Context: an optimization exercise on an open-source flow, tuned for small area, a short achievable clock period and few clock cycles per item. The choices shown serve that exercise and are no tape-out recipe. Only the layout flow was run in this run; the RTL was not checked for function there. Power figures rest on the tool's default switching activity, not on a simulated workload.

<file path="flow/design.v">
package vpu_sp_pkg;
  typedef logic [6:0] sp_size_t;
  typedef struct packed {
    logic                    enable;
    logic [1:0]              tilesize;
    logic [8:0]              x;
    logic [7:0]              y;
    logic [2-1:0] tile_bank;
    logic [8-1:0]  tile_idx;
    logic                    pal_mode;
    logic [1:0]              pal_bank;
    logic [3:0]              pal_no;
  } sp_attr_t;
  typedef struct packed {
    logic       valid;
    logic       last;
    logic [8:0] x;
    logic       pal_mode;
    logic [1:0] pal_bank;
    logic [3:0] pal_no;
    logic [7:0] idx;
  } sp_pix_t;
  typedef struct packed {
    logic [7:0] a;
    logic [7:0] r;
    logic [7:0] g;
    logic [7:0] b;
  } sp_argb_t;
  function automatic sp_size_t sp_size(input logic [1:0] tilesize);
    sp_size = 8 << tilesize;
  endfunction
endpackage
package vpu_mem_pkg;
  typedef struct packed {
    logic                     en;
    logic [4-1:0] addr;
  } param_req_t;
  typedef struct packed {
    logic                    en;
    logic [16-1:0] addr;
  } tile_req_t;
  typedef struct packed {
    logic                   en;
    logic [10-1:0] addr;
  } pal_req_t;
  typedef struct packed {
    logic                  rd_en;
    logic [8-1:0] rd_addr;
    logic                  wr_en;
    logic [8-1:0] wr_addr;
    logic [31:0]           wdata;
  } lb_req_t;
endpackage
`timescale 1ns/100ps
module vpu_sp_fa (
  input  logic a,
  input  logic b,
  input  logic c,
  output logic s,
  output logic co
);
  assign s  = (a ^ b) ^ c;
  assign co = (a & c) | (b & (a | c));
endmodule
module vpu_sp_mix (
  input  logic [7:0] x0,
  input  logic [7:0] x1,
  input  logic [7:0] sel,
  input  logic       keep,
  output logic [8:0] hi_a,
  output logic [8:0] hi_b,
  output logic       c7
);
  logic [7:0] m [8];
  logic       inc;
  logic [15:0] ra;
  logic [15:0] rb;
  logic [7:0]  lo;
  always_comb begin
    for (int i = 0; i < 8; i++) m[i] = sel[i] ? x1 : x0;
    inc = keep && (m[0] != 8'd0);
  end
  logic w1, w2, w3, w4, w5, w6, w7, w8, w9, w10, w11, w12, w13, w14, w15, w16, w17, w18, w19, w20, w21, w22, w23, w24, w25, w26, w27, w28, w29, w30, w31, w32, w33, w34, w35, w36, w37, w38, w39, w40, w41, w42, w43, w44, w45, w46, w47, w48, w49, w50, w51, w52, w53, w54, w55, w56, w57, w58, w59, w60, w61, w62, w63, w64, w65, w66, w67, w68, w69, w70, w71, w72, w73, w74, w75, w76, w77, w78, w79, w80, w81, w82, w83, w84;
  assign w1 = m[0][6] ^ m[1][5];
  assign w2 = m[0][6] & m[1][5];
  vpu_sp_fa u_w3 (.a(m[0][7]), .b(m[1][6]), .c(m[2][5]), .s(w3), .co(w4));
  assign w5 = m[3][4] ^ m[4][3];
  assign w6 = m[3][4] & m[4][3];
  vpu_sp_fa u_w7 (.a(m[1][7]), .b(m[2][6]), .c(m[3][5]), .s(w7), .co(w8));
  vpu_sp_fa u_w9 (.a(m[4][4]), .b(m[5][3]), .c(m[6][2]), .s(w9), .co(w10));
  vpu_sp_fa u_w11 (.a(m[2][7]), .b(m[3][6]), .c(m[4][5]), .s(w11), .co(w12));
  assign w13 = m[0][4] ^ m[1][3];
  assign w14 = m[0][4] & m[1][3];
  vpu_sp_fa u_w15 (.a(m[0][5]), .b(m[1][4]), .c(m[2][3]), .s(w15), .co(w16));
  assign w17 = m[3][2] ^ m[4][1];
  assign w18 = m[3][2] & m[4][1];
  vpu_sp_fa u_w19 (.a(w1), .b(m[2][4]), .c(m[3][3]), .s(w19), .co(w20));
  vpu_sp_fa u_w21 (.a(m[4][2]), .b(m[5][1]), .c(m[6][0]), .s(w21), .co(w22));
  vpu_sp_fa u_w23 (.a(w2), .b(w3), .c(w5), .s(w23), .co(w24));
  vpu_sp_fa u_w25 (.a(m[5][2]), .b(m[6][1]), .c(m[7][0]), .s(w25), .co(w26));
  vpu_sp_fa u_w27 (.a(w4), .b(w6), .c(w7), .s(w27), .co(w28));
  vpu_sp_fa u_w29 (.a(w9), .b(m[7][1]), .c(inc), .s(w29), .co(w30));
  vpu_sp_fa u_w31 (.a(w8), .b(w10), .c(w11), .s(w31), .co(w32));
  vpu_sp_fa u_w33 (.a(m[5][4]), .b(m[6][3]), .c(m[7][2]), .s(w33), .co(w34));
  vpu_sp_fa u_w35 (.a(w12), .b(m[3][7]), .c(m[4][6]), .s(w35), .co(w36));
  vpu_sp_fa u_w37 (.a(m[5][5]), .b(m[6][4]), .c(m[7][3]), .s(w37), .co(w38));
  vpu_sp_fa u_w39 (.a(m[4][7]), .b(m[5][6]), .c(m[6][5]), .s(w39), .co(w40));
  assign w41 = m[0][3] ^ m[1][2];
  assign w42 = m[0][3] & m[1][2];
  vpu_sp_fa u_w43 (.a(w13), .b(m[2][2]), .c(m[3][1]), .s(w43), .co(w44));
  vpu_sp_fa u_w45 (.a(w14), .b(w15), .c(w17), .s(w45), .co(w46));
  vpu_sp_fa u_w47 (.a(w16), .b(w18), .c(w19), .s(w47), .co(w48));
  vpu_sp_fa u_w49 (.a(w20), .b(w22), .c(w23), .s(w49), .co(w50));
  vpu_sp_fa u_w51 (.a(w24), .b(w26), .c(w27), .s(w51), .co(w52));
  vpu_sp_fa u_w53 (.a(w28), .b(w30), .c(w31), .s(w53), .co(w54));
  vpu_sp_fa u_w55 (.a(w32), .b(w34), .c(w35), .s(w55), .co(w56));
  vpu_sp_fa u_w57 (.a(w36), .b(w38), .c(w39), .s(w57), .co(w58));
  vpu_sp_fa u_w59 (.a(w40), .b(m[5][7]), .c(m[6][6]), .s(w59), .co(w60));
  assign w61 = m[0][2] ^ m[1][1];
  assign w62 = m[0][2] & m[1][1];
  vpu_sp_fa u_w63 (.a(w41), .b(m[2][1]), .c(m[3][0]), .s(w63), .co(w64));
  vpu_sp_fa u_w65 (.a(w42), .b(w43), .c(m[4][0]), .s(w65), .co(w66));
  vpu_sp_fa u_w67 (.a(w44), .b(w45), .c(m[5][0]), .s(w67), .co(w68));
  vpu_sp_fa u_w69 (.a(w46), .b(w47), .c(w21), .s(w69), .co(w70));
  vpu_sp_fa u_w71 (.a(w48), .b(w49), .c(w25), .s(w71), .co(w72));
  vpu_sp_fa u_w73 (.a(w50), .b(w51), .c(w29), .s(w73), .co(w74));
  vpu_sp_fa u_w75 (.a(w52), .b(w53), .c(w33), .s(w75), .co(w76));
  vpu_sp_fa u_w77 (.a(w54), .b(w55), .c(w37), .s(w77), .co(w78));
  vpu_sp_fa u_w79 (.a(w56), .b(w57), .c(m[7][4]), .s(w79), .co(w80));
  vpu_sp_fa u_w81 (.a(w58), .b(w59), .c(m[7][5]), .s(w81), .co(w82));
  vpu_sp_fa u_w83 (.a(w60), .b(m[6][7]), .c(m[7][6]), .s(w83), .co(w84));
  assign ra = {1'b0, w84, w82, w80, w78, w76, w74, w72, w70, w68, w66, w64, w62, w61, m[0][1], m[0][0]};
  assign rb = {1'b0, m[7][7], w83, w81, w79, w77, w75, w73, w71, w69, w67, w65, w63, m[2][0], m[1][0], 1'b0};
  assign lo   = {1'b0, ra[6:0]} + {1'b0, rb[6:0]};
  assign c7   = lo[7];
  assign hi_a = ra[15:7];
  assign hi_b = rb[15:7];
endmodule
module vpu_sp_color_merge (
  input  logic [31:0] src,
  input  logic [31:0] dst,
  input  logic [7:0]  a_n,
  input  logic        a_zero,
  input  logic        a_full,
  output logic [7:0]  res_a,
  output logic [53:0] hi,
  output logic [2:0]  c7
);
  logic [8:0] a_sum;
  assign a_sum      = {1'b0, dst[31:24]} + {1'b0, src[31:24]};
  assign res_a = a_zero ? dst[31:24] : a_full ? 8'd255 : a_sum[8:1];
  vpu_sp_mix u_r (.x0(dst[23:16]), .x1(src[23:16]), .sel(src[31:24]), .keep(a_zero | a_full), .hi_a(hi[53:45]), .hi_b(hi[44:36]), .c7(c7[2]));
  vpu_sp_mix u_g (.x0(src[15:8]),   .x1(dst[15:8]),  .sel(a_n),        .keep(a_zero | a_full), .hi_a(hi[35:27]), .hi_b(hi[26:18]), .c7(c7[1]));
  vpu_sp_mix u_b (.x0(dst[7:0]),    .x1(src[7:0]),   .sel(src[31:24]), .keep(a_zero | a_full), .hi_a(hi[17:9]), .hi_b(hi[8:0]), .c7(c7[0]));
endmodule
`timescale 1ns/100ps
module vpu_sp (
  input  logic                   clk,
  input  logic                   rst_n,
  input  logic                   line_start,
  input  logic [7:0]             line_y,
  output logic                   busy,
  output logic                   line_done,
  output vpu_mem_pkg::param_req_t param_req,
  input  logic [31:0]            param_rdata,
  output vpu_mem_pkg::tile_req_t tile_req,
  input  logic [7:0]             tile_rdata,
  output vpu_mem_pkg::pal_req_t  pal_req,
  input  logic [31:0]            pal_rdata,
  output vpu_mem_pkg::lb_req_t   lb_req,
  input  vpu_sp_pkg::sp_argb_t   lb_rdata
);
  logic       accept;
  logic [7:0] cur_y;
  logic [2:0] f_idx;       
  logic       f_word;      
  logic       f_req;       
  logic       f_done;      
  logic       w0_arr;      
  logic       w1_arr;      
  logic [1:0] w_s;
  logic [7:0] w_x;
  logic [5:0] w_oy;        
  logic       w_oyb;       
  logic [1:0] w_yh;        
  logic       k_act;
  logic [1:0] k_bank;
  logic [7:0] k_t;
  logic [2:0] k_oyr;
  logic [2:0] k_oxr;
  logic [2:0] k_oxh;
  logic [1:0] k_s;
  logic [7:0] k_x;
  logic       k_took;      
  logic       p1_v;
  logic       p1_f;        
  logic       p2_f;
  logic [7:0] p1_x;
  logic [6:0] p1_pal;
  logic       p2_v;
  logic [9:0] p2_pal_addr;
  logic [7:0] p2_x;
  logic       p3_v;
  logic [7:0] p3_x;
  logic       p4_v;
  logic [7:0] p4_x;
  logic [31:0] p4_src;
  logic [31:0] p4_dst;
  logic [7:0] p4_an;       
  logic       p4_az;
  logic       p4_af;
  logic       p5_v;
  logic [7:0] p5_x;
  logic [7:0] p5_a;
  logic [53:0] p5_hi;
  logic [2:0] p5_c7;
  logic       p6_v;
  logic [7:0] p6_x;
  logic [31:0] p6_res;
  assign accept = !busy && line_start;
  logic [8:0] oy9;
  logic       vis_y;
  logic [2:0] oy_hi_mask;
  always_comb begin
    oy9 = {{1'b0, cur_y[7:6]} - {1'b0, w_yh} - {2'd0, w_oyb}, w_oy};
    case (w_s)
      2'd0: oy_hi_mask = 3'b111;
      2'd1: oy_hi_mask = 3'b110;
      2'd2: oy_hi_mask = 3'b100;
      default: oy_hi_mask = 3'b000;
    endcase
    vis_y = !oy9[8] && (oy9[7:6] == 2'b00) && ((oy9[5:3] & oy_hi_mask) == 3'b000);
  end
  logic       k_last;
  logic       k_free;
  logic       hazard;
  logic       take;
  logic       skip;        
  logic       next_sp;     
  logic [8:0] k_dx;
  always_comb begin
    logic [2:0] oxh_mask;
    case (k_s)
      2'd0: oxh_mask = 3'b000;
      2'd1: oxh_mask = 3'b001;
      2'd2: oxh_mask = 3'b011;
      default: oxh_mask = 3'b111;
    endcase
    k_last  = (k_x == 8'd255) || ((k_oxr == 3'd7) && ((k_oxh & oxh_mask) == oxh_mask));
    k_free  = !k_act || k_last;
    k_dx    = {1'b0, k_x} - {1'b0, w_x};
    hazard  = (k_act || p1_v || p2_v || p3_v)
           && (k_took || p1_f || p2_f || (!k_dx[8] && k_dx[7:3] == 5'd0 && k_dx[2:0] != 3'd7));
    take    = w1_arr && vis_y && k_free && !hazard;
    skip    = (w0_arr && (!param_rdata[31] || param_rdata[16])) || (w1_arr && !vis_y);
    next_sp = take || skip;
  end
  always_ff @(posedge clk) begin
    if (!rst_n) begin
      busy      <= 1'b0;
      line_done <= 1'b0;
      f_req     <= 1'b0;
      f_done    <= 1'b0;
      w0_arr    <= 1'b0;
      w1_arr    <= 1'b0;
      k_act     <= 1'b0;
      k_took    <= 1'b0;
      p1_v      <= 1'b0;
      p1_f      <= 1'b0;
      p2_f      <= 1'b0;
      p2_v      <= 1'b0;
      p3_v      <= 1'b0;
      p4_v      <= 1'b0;
      p5_v      <= 1'b0;
      p6_v      <= 1'b0;
    end else begin
      line_done <= 1'b0;
      w0_arr    <= f_req && !f_word;
      w1_arr    <= f_req && f_word && !next_sp;
      if (accept) begin
        busy   <= 1'b1;
        f_req  <= 1'b1;
        f_done <= 1'b0;
      end else if (busy && f_done && !k_act && !p1_v && !p2_v && !p3_v && !p4_v && !p5_v) begin
        busy      <= 1'b0;
        line_done <= 1'b1;
      end
      if (next_sp && f_idx == 3'd7) begin
        f_req  <= 1'b0;
        f_done <= 1'b1;
      end
      if (take)                 k_act <= 1'b1;
      else if (k_act && k_last) k_act <= 1'b0;
      k_took <= take;
      p1_v <= k_act;
      p1_f <= k_took;
      p2_f <= p1_f;
      p2_v <= p1_v;
      p3_v <= p2_v;
      p4_v <= p3_v;
      p5_v <= p4_v;
      p6_v <= p5_v;
    end
  end
  always_ff @(posedge clk) begin
    if (accept) begin
      cur_y  <= line_y;
      f_idx  <= 3'd0;
      f_word <= 1'b0;
    end else if (f_req) begin
      if (next_sp) begin
        f_idx  <= f_idx + 3'd1;
        f_word <= 1'b0;
      end else begin
        f_word <= 1'b1;
      end
    end
    if (w0_arr) begin
      w_s <= param_rdata[25:24];
      w_x <= param_rdata[15:8];
      {w_oyb, w_oy} <= {1'b0, cur_y[5:0]} - {1'b0, param_rdata[5:0]};
      w_yh <= param_rdata[7:6];
    end
    if (k_free) begin
      k_bank <= param_rdata[29:28];
      k_t    <= param_rdata[23:16] + ({5'd0, oy9[5:3]} << w_s);
      k_oyr  <= oy9[2:0];
      k_oxr  <= 3'd0;
      k_oxh  <= 3'd0;
      k_s    <= w_s;
    end else begin
      k_oxr <= k_oxr + 3'd1;
      if (k_oxr == 3'd7) begin
        k_t   <= k_t + 8'd1;
        k_oxh <= k_oxh + 3'd1;
      end
    end
    if (take)        k_x <= w_x;
    else if (!k_free) k_x <= k_x + 8'd1;
    p1_x   <= k_x;
    if (k_took) p1_pal <= {param_rdata[6], param_rdata[5:4], param_rdata[3:0]};
    p2_x        <= p1_x;
    p2_pal_addr <= p1_pal[6] ? {p1_pal[5:4], p1_pal[3:0], tile_rdata[3:0]}
                             : {p1_pal[5:4], tile_rdata};
    p3_x   <= p2_x;
    p4_x   <= p3_x;
    p4_src <= pal_rdata;
    p4_dst <= lb_rdata;
    p4_an  <= ~pal_rdata[31:24];
    p4_az  <= (pal_rdata[31:24] == 8'd0);
    p4_af  <= (pal_rdata[31:24] == 8'd255);
    p5_x   <= p4_x;
    p5_a   <= blend_a;
    p5_hi  <= blend_hi;
    p5_c7  <= blend_c7;
    p6_x   <= p5_x;
    p6_res <= {p5_a, blend_r[8:1], blend_g[8:1], blend_b[8:1]};
  end
  logic [7:0]  blend_a;
  logic [53:0] blend_hi;
  logic [2:0]  blend_c7;
  logic [8:0]  blend_r;
  logic [8:0]  blend_g;
  logic [8:0]  blend_b;
  assign blend_r = p5_hi[53:45] + p5_hi[44:36] + {8'd0, p5_c7[2]};
  assign blend_g = p5_hi[35:27] + p5_hi[26:18] + {8'd0, p5_c7[1]};
  assign blend_b = p5_hi[17:9]  + p5_hi[8:0]   + {8'd0, p5_c7[0]};
  vpu_sp_color_merge u_color_merge (
    .src (p4_src),
    .dst (p4_dst),
    .a_n    (p4_an),
    .a_zero (p4_az),
    .a_full (p4_af),
    .res_a  (blend_a),
    .hi     (blend_hi),
    .c7     (blend_c7)
  );
  assign param_req.en   = f_req;
  assign param_req.addr = {f_idx, f_word};
  assign tile_req.en    = k_act;
  assign tile_req.addr  = {k_bank, k_t, k_oyr, k_oxr};
  assign pal_req.en     = p2_v;
  assign pal_req.addr   = p2_pal_addr;
  assign lb_req.rd_en   = p2_v;
  assign lb_req.rd_addr = p2_x;
  assign lb_req.wr_en   = p6_v;
  assign lb_req.wr_addr = p6_x;
  assign lb_req.wdata   = p6_res;
endmodule
`timescale 1ns/100ps
module vpu_sp_top (
  input  logic        clk,
  input  logic        rst_n,
  input  logic        line_start,
  input  logic [7:0]  line_y,
  output logic        busy,
  output logic        line_done,
  output logic        param_req_en,
  output logic [3:0]  param_req_addr,
  input  logic [31:0] param_rdata,
  output logic        tile_req_en,
  output logic [15:0] tile_req_addr,
  input  logic [7:0]  tile_rdata,
  output logic        pal_req_en,
  output logic [9:0]  pal_req_addr,
  input  logic [31:0] pal_rdata,
  output logic        lb_rd_en,
  output logic [7:0]  lb_rd_addr,
  output logic        lb_wr_en,
  output logic [7:0]  lb_wr_addr,
  output logic [31:0] lb_wdata,
  input  logic [31:0] lb_rdata
);
  vpu_mem_pkg::param_req_t param_req;
  vpu_mem_pkg::tile_req_t  tile_req;
  vpu_mem_pkg::pal_req_t   pal_req;
  vpu_mem_pkg::lb_req_t    lb_req;
  vpu_sp u_sp (
    .clk         (clk),
    .rst_n       (rst_n),
    .line_start  (line_start),
    .line_y      (line_y),
    .busy        (busy),
    .line_done   (line_done),
    .param_req   (param_req),
    .param_rdata (param_rdata),
    .tile_req    (tile_req),
    .tile_rdata  (tile_rdata),
    .pal_req     (pal_req),
    .pal_rdata   (pal_rdata),
    .lb_req      (lb_req),
    .lb_rdata    (lb_rdata)
  );
  assign param_req_en   = param_req.en;
  assign param_req_addr = param_req.addr;
  assign tile_req_en    = tile_req.en;
  assign tile_req_addr  = tile_req.addr;
  assign pal_req_en     = pal_req.en;
  assign pal_req_addr   = pal_req.addr;
  assign lb_rd_en       = lb_req.rd_en;
  assign lb_rd_addr     = lb_req.rd_addr;
  assign lb_wr_en       = lb_req.wr_en;
  assign lb_wr_addr     = lb_req.wr_addr;
  assign lb_wdata       = lb_req.wdata;
endmodule
</file>
<file path="flow/config.mk">
export PLATFORM = sky130hd
export DESIGN_NAME = vpu_sp_top
export DESIGN_NICKNAME = vpu_sp_top
export VERILOG_FILES = /design/flow/design.v
export SDC_FILE = /design/flow/constraint.sdc
export NUM_CORES = 4
export LEC_CHECK = 0
export CAP_MARGIN = 20
export CORE_MARGIN = 2
export CORE_UTILIZATION = 40
export CTS_BUF_LIST = sky130_fd_sc_hd__clkbuf_8
export CTS_CLUSTER_DIAMETER = 80
export CTS_CLUSTER_SIZE = 16
export SLEW_MARGIN = 75
export SYNTH_HIERARCHICAL = 1
</file>
<file path="flow/constraint.sdc">
create_clock -name core_clock -period 11.0 [get_ports {clk}]
set_input_delay 2.2000 -clock core_clock [delete_from_list [all_inputs] [get_ports {clk}]]
set_output_delay 2.2000 -clock core_clock [all_outputs]
set_load 0.01 [all_outputs]
</file>
<file path="flow/standard.sh">
#!/bin/bash
# synth_recipe.tcl (not shown) runs the flow's synth.tcl, then flattens the netlist and writes it again
# the make line also repeats each setting of config.mk as NAME=value (left out here)
make -C /OpenROAD-flow-scripts/flow DESIGN_CONFIG=/design/flow/config.mk WORK_HOME=/design/flow/orfs CLKGATE_MAP_FILE= SYNTH_SCRIPT=/design/flow/synth_recipe.tcl "${@:-finish}"
</file>
<file path="flow/flow/run.sh">
#!/bin/bash
# The standard layout, except that each port gets the smallest buffer
# (buf_1) instead of the one buffer_ports picks by default.
set -euo pipefail
export BUFFER_PORTS_ARGS="-buffer_cell sky130_fd_sc_hd__buf_1"
bash standard.sh finish > standard_flow.log 2>&1
</file>
==> results.cfg <==
[run_status]
status = finished clean

[critical_path]
r2r_start = u_sp.p4_src[24]$_DFF_P_
path_cells = buf_4, mux2_2, ha_1, fa_1, fa_1, fa_1, ha_1, a21oi_1, o21a_1, o21ai_0
worst_ep_required_time_ns = 11.48
slowest_delay_ns = 0.56
crit_start = u_sp.p4_src[24]$_DFF_P_
critPathMostFrequentCell = fa_1
cp-start-kind = register
path_class = register to register
worstPathMaxFanout = 24
arrival_ns = 4.19
cpMaxStageDelayCell = fa_1
critical_path.top_delay_family = adder cells
cp-end-kind = register
cp_num_buf_inv = 1

[place]
place_hpwl_mm = 24.0
numPortBuffers = 196
place.gp.congestion = 0.798
placedCellCount = 1867

[synth]
synth_ff_type = dfxtp_1
synth_top_cell_area_share_pct = 32.4
syn_inst = 1233
avgSynthCellArea_um2 = 12.8
yosys.area.top_type = dfxtp_1
yosys_warnings = 10
synth_compound_area_share_pct = 6.68
ys_top_cells_by_area = dfxtp_1, fa_1, mux2_2
synth-edff-count = 57
synthXorXnorAreaFrac_pct = 2.78
synth_fa_ha_area_share_pct = 22.1
synth-simple-area-share_pct = 5.82
synth_top_family_by_area = adder cells
yosysSeqAreaShare_pct = 43.3
synth_area_um2 = 15800
synth_cell_types = 77
synth_most_common_cell = dfxtp_1
netlist_top_cells_count = dfxtp_1, mux2_2, fa_1
synth_mux_area_share_pct = 14.3
ys_ff_latch = 312
synthArstFlopShare_pct = 0

[timing]
period_needed_ns = 3.71
fin_crit_sh_pct = 33.7
hold_viol = 0
clock_skew_ns = 0.0334
rsz0062_at_grt = no
drv_slew = 0
whs_ns = 0.327
fin_tns_setup_ns = 0
max_freq_mhz = 269
setup_viol = 0

[hold_path]
min_path_type = register to register
worst_hold_startpoint = u_sp.p5_x[7]$_DFF_P_

[cts]
cts_hold_buf = 0
cts-resized-gates = 0
cts_buffers = 25
clkLatencyLatePin_ns = 0.62
clock_path_buffers = 3
htreeDepth = 1
cts_tree = done
cts_root_buf = clkbuf_8
cts_setup_buffers = 0
cts_sinks = 312
clk_pin_slew_ns = 0.10

[route]
via_per_inst = 4.85
dr.first_iter.drc_count = 326
vias = 9254
firstDrtPassIters = 4
ant_nets = 0
detail_route.wl_per_cell_um = 16.9
drc = 0
finalWirelength_mm = 32.2

[power_and_ir_drop]
power.leakage_nw = 6.76
p_sw_share_pct = 32.0
power_mw = 3.10
power_frac_clock_pct = 21.0
power.switching_mw = 0.993
seqPwrFrac_pct = 46.9
p_per_area_nw_per_um2 = 180
peakVddDrop_mv = 0.0979
combPwrFrac_pct = 32.1
p_int_mw = 2.11

[layout]
final_util_pct = 44.3
final_cells = 1910
drive_gt1_share_pct = 22.6
area_growth_pct = 9.00
fillerInstances = 3628
nNetsFinal = 1699

[grt]
met2_usage_pct = 26.7
grt_pass1_vias = 9937
grt_max_degree = 25
met3_usage_pct = 4.56
top_usage_layer = met2
grtUsageMet1_pct = 20.0
gr-usage-all-layers_pct = 15.9
grt_pass1_wl_mm = 52.2
gr-total-overflow = 0
antenna_found_initial = 2

[floorplan]
ios = 200
core.rowCount = 72
dieHeight_um = 202
core_um2 = 38700
die_w_um = 202
initial_core_util_pct = 40.7
die-area_um2 = 41000

[flow_run]
maxCapViolCount = 0
kinds of logic (layout without fill, tap and decap cells):
logic type,after synthesis,count (layout)
flip-flops,312,312
adder cells (fa/ha/maj),208,208
buffers and inverters,137,290
XOR/XNOR,50,50
AO/OA/AOI/OAI,158,158
AND/OR/NAND/NOR,165,165
other,3,9
multiplexers,200,200
path summary, 6_finish.rpt:
check	to	slack (ns)	cells after the start
setup reg to reg	u_sp.p5_c7[2]$_DFF_P_	7.29	10
setup / recovery	u_sp.p5_c7[2]$_DFF_P_	7.29	10
hold reg to reg	u_sp.p6_x[7]$_DFF_P_	0.33	0
hold / removal	u_sp.p6_x[7]$_DFF_P_	0.33	0
per-stage QoR:
stage          cell area (µm²)  setup WS [ns]
2_1_floorplan            15800           7.28
6_report                 17200           7.29
4_1_cts                  17100           7.27
5_1_grt                  17200           7.10
3_3_place_gp             16600           6.97
3_5_place_dp             16700           6.97
flip-flops by register name, indices dropped and copies added (netlist names), 8 cells and up:
name / flops
u_sp.p2_x: 8
u_sp.cur_y: 8
u_sp.p2_pal_addr: 10
u_sp.p6_res: 32
u_sp.p4_src: 32
u_sp.p5_x: 8
u_sp.p5_hi: 54
u_sp.p4_an: 8
u_sp.k_t: 8
u_sp.p6_x: 8
u_sp.w_x: 8
u_sp.p4_dst: 32
u_sp.p1_x: 8
u_sp.k_x: 8
u_sp.p5_a: 8
u_sp.p3_x: 8
u_sp.p4_x: 8
per-module statistics from Yosys, one instance, submodules excluded, a selection:
module,cells inside,flops+latches
vpu_sp,714,312
vpu_sp_mix,116,0
vpu_sp_fa,1,0
vpu_sp_color_merge,63,0
power groups by stage:
stage	logic (mW)	clock network, mW	registers [mW]
final	0.996	0.651	1.45
after global placement	0.989	0	1.48
after detailed placement	1.01	0	1.48
after floorplan	0.913	0	1.47
after global routing	1.16	0.722	1.48
after CTS	1.02	0.686	1.46
placed cells by master, fill, tap and decap left out, types with 6 or more instances in the layout:
| cell type | n |
|---|---|
| nor2b_1 | 9 |
| a21oi_1 | 48 |
| edfxtp_1 | 57 |
| buf_4 | 7 |
| a21oi_2 | 7 |
| a21o_1 | 18 |
| clkbuf_8 | 25 |
| o21a_1 | 8 |
| nand3_1 | 11 |
| dfxtp_1 | 217 |
| nand2_1 | 40 |
| inv_1 | 49 |
| o21ai_0 | 25 |
| o21ai_1 | 6 |
| dfxtp_2 | 34 |
| ha_1 | 91 |
| xor2_1 | 15 |
| fa_1 | 117 |
| o21bai_1 | 6 |
| mux2_2 | 193 |
| nor2_1 | 29 |
| conb_1 | 6 |
| mux2i_1 | 6 |
| buf_1 | 195 |
| xnor2_1 | 35 |
| and2_1 | 13 |
| nor3_1 | 8 |
| nand4_1 | 10 |
per-layer routing:
metal | up-vias | routed length (µm)
met5 | - | 0
met3 | 38 | 2180
met4 | 0 | 664
met2 | 193 | 15100
met1 | 4490 | 14300
li1 | 4533 | -
cell type report:
| cell class | instances | area (µm²) | area share (%) |
|---|---|---|---|
| Clock inverter | 15 | 138 | 0.801 |
| Inverter | 45 | 171 | 0.998 |
| Timing Repair Buffer | 205 | 800 | 4.66 |
| Tap cell | 518 | 648 | 3.77 |
| Sequential cell | 312 | 6870 | 40.0 |
| Clock buffer | 25 | 344 | 2.00 |
| Antenna cell | 3 | 7.51 | 0.0437 |
| Multi-Input combinational cell | 787 | 8190 | 47.7 |

[re-timing with driven ports]
No port has a modelled driver above. Below, the same layout with a new extraction and two added sets of constraints. Step 1 assumes that a clkbuf_16 drives the clock port and a buf_2 every other input. Step 2 times the ports against the registers' clock, not the clock port: input delays grow and output delays shrink by t, the midpoint of the rising clock arrivals with the driver on. a / b / c = ideal / step 1 / step 2; a / b = the first two.
t (ns): 0.651
setup WS [ns]: 7.289 / 7.289 / 6.989
worst setup path after step 2: input to register
worst data-port slew with drivers (ns): 0.07
pins driven straight from the clock port: 1
After both steps this run still meets setup and hold. For this run, drivers alone change the setup slack by 0.000 ns; drivers and shift together by -0.300 ns.
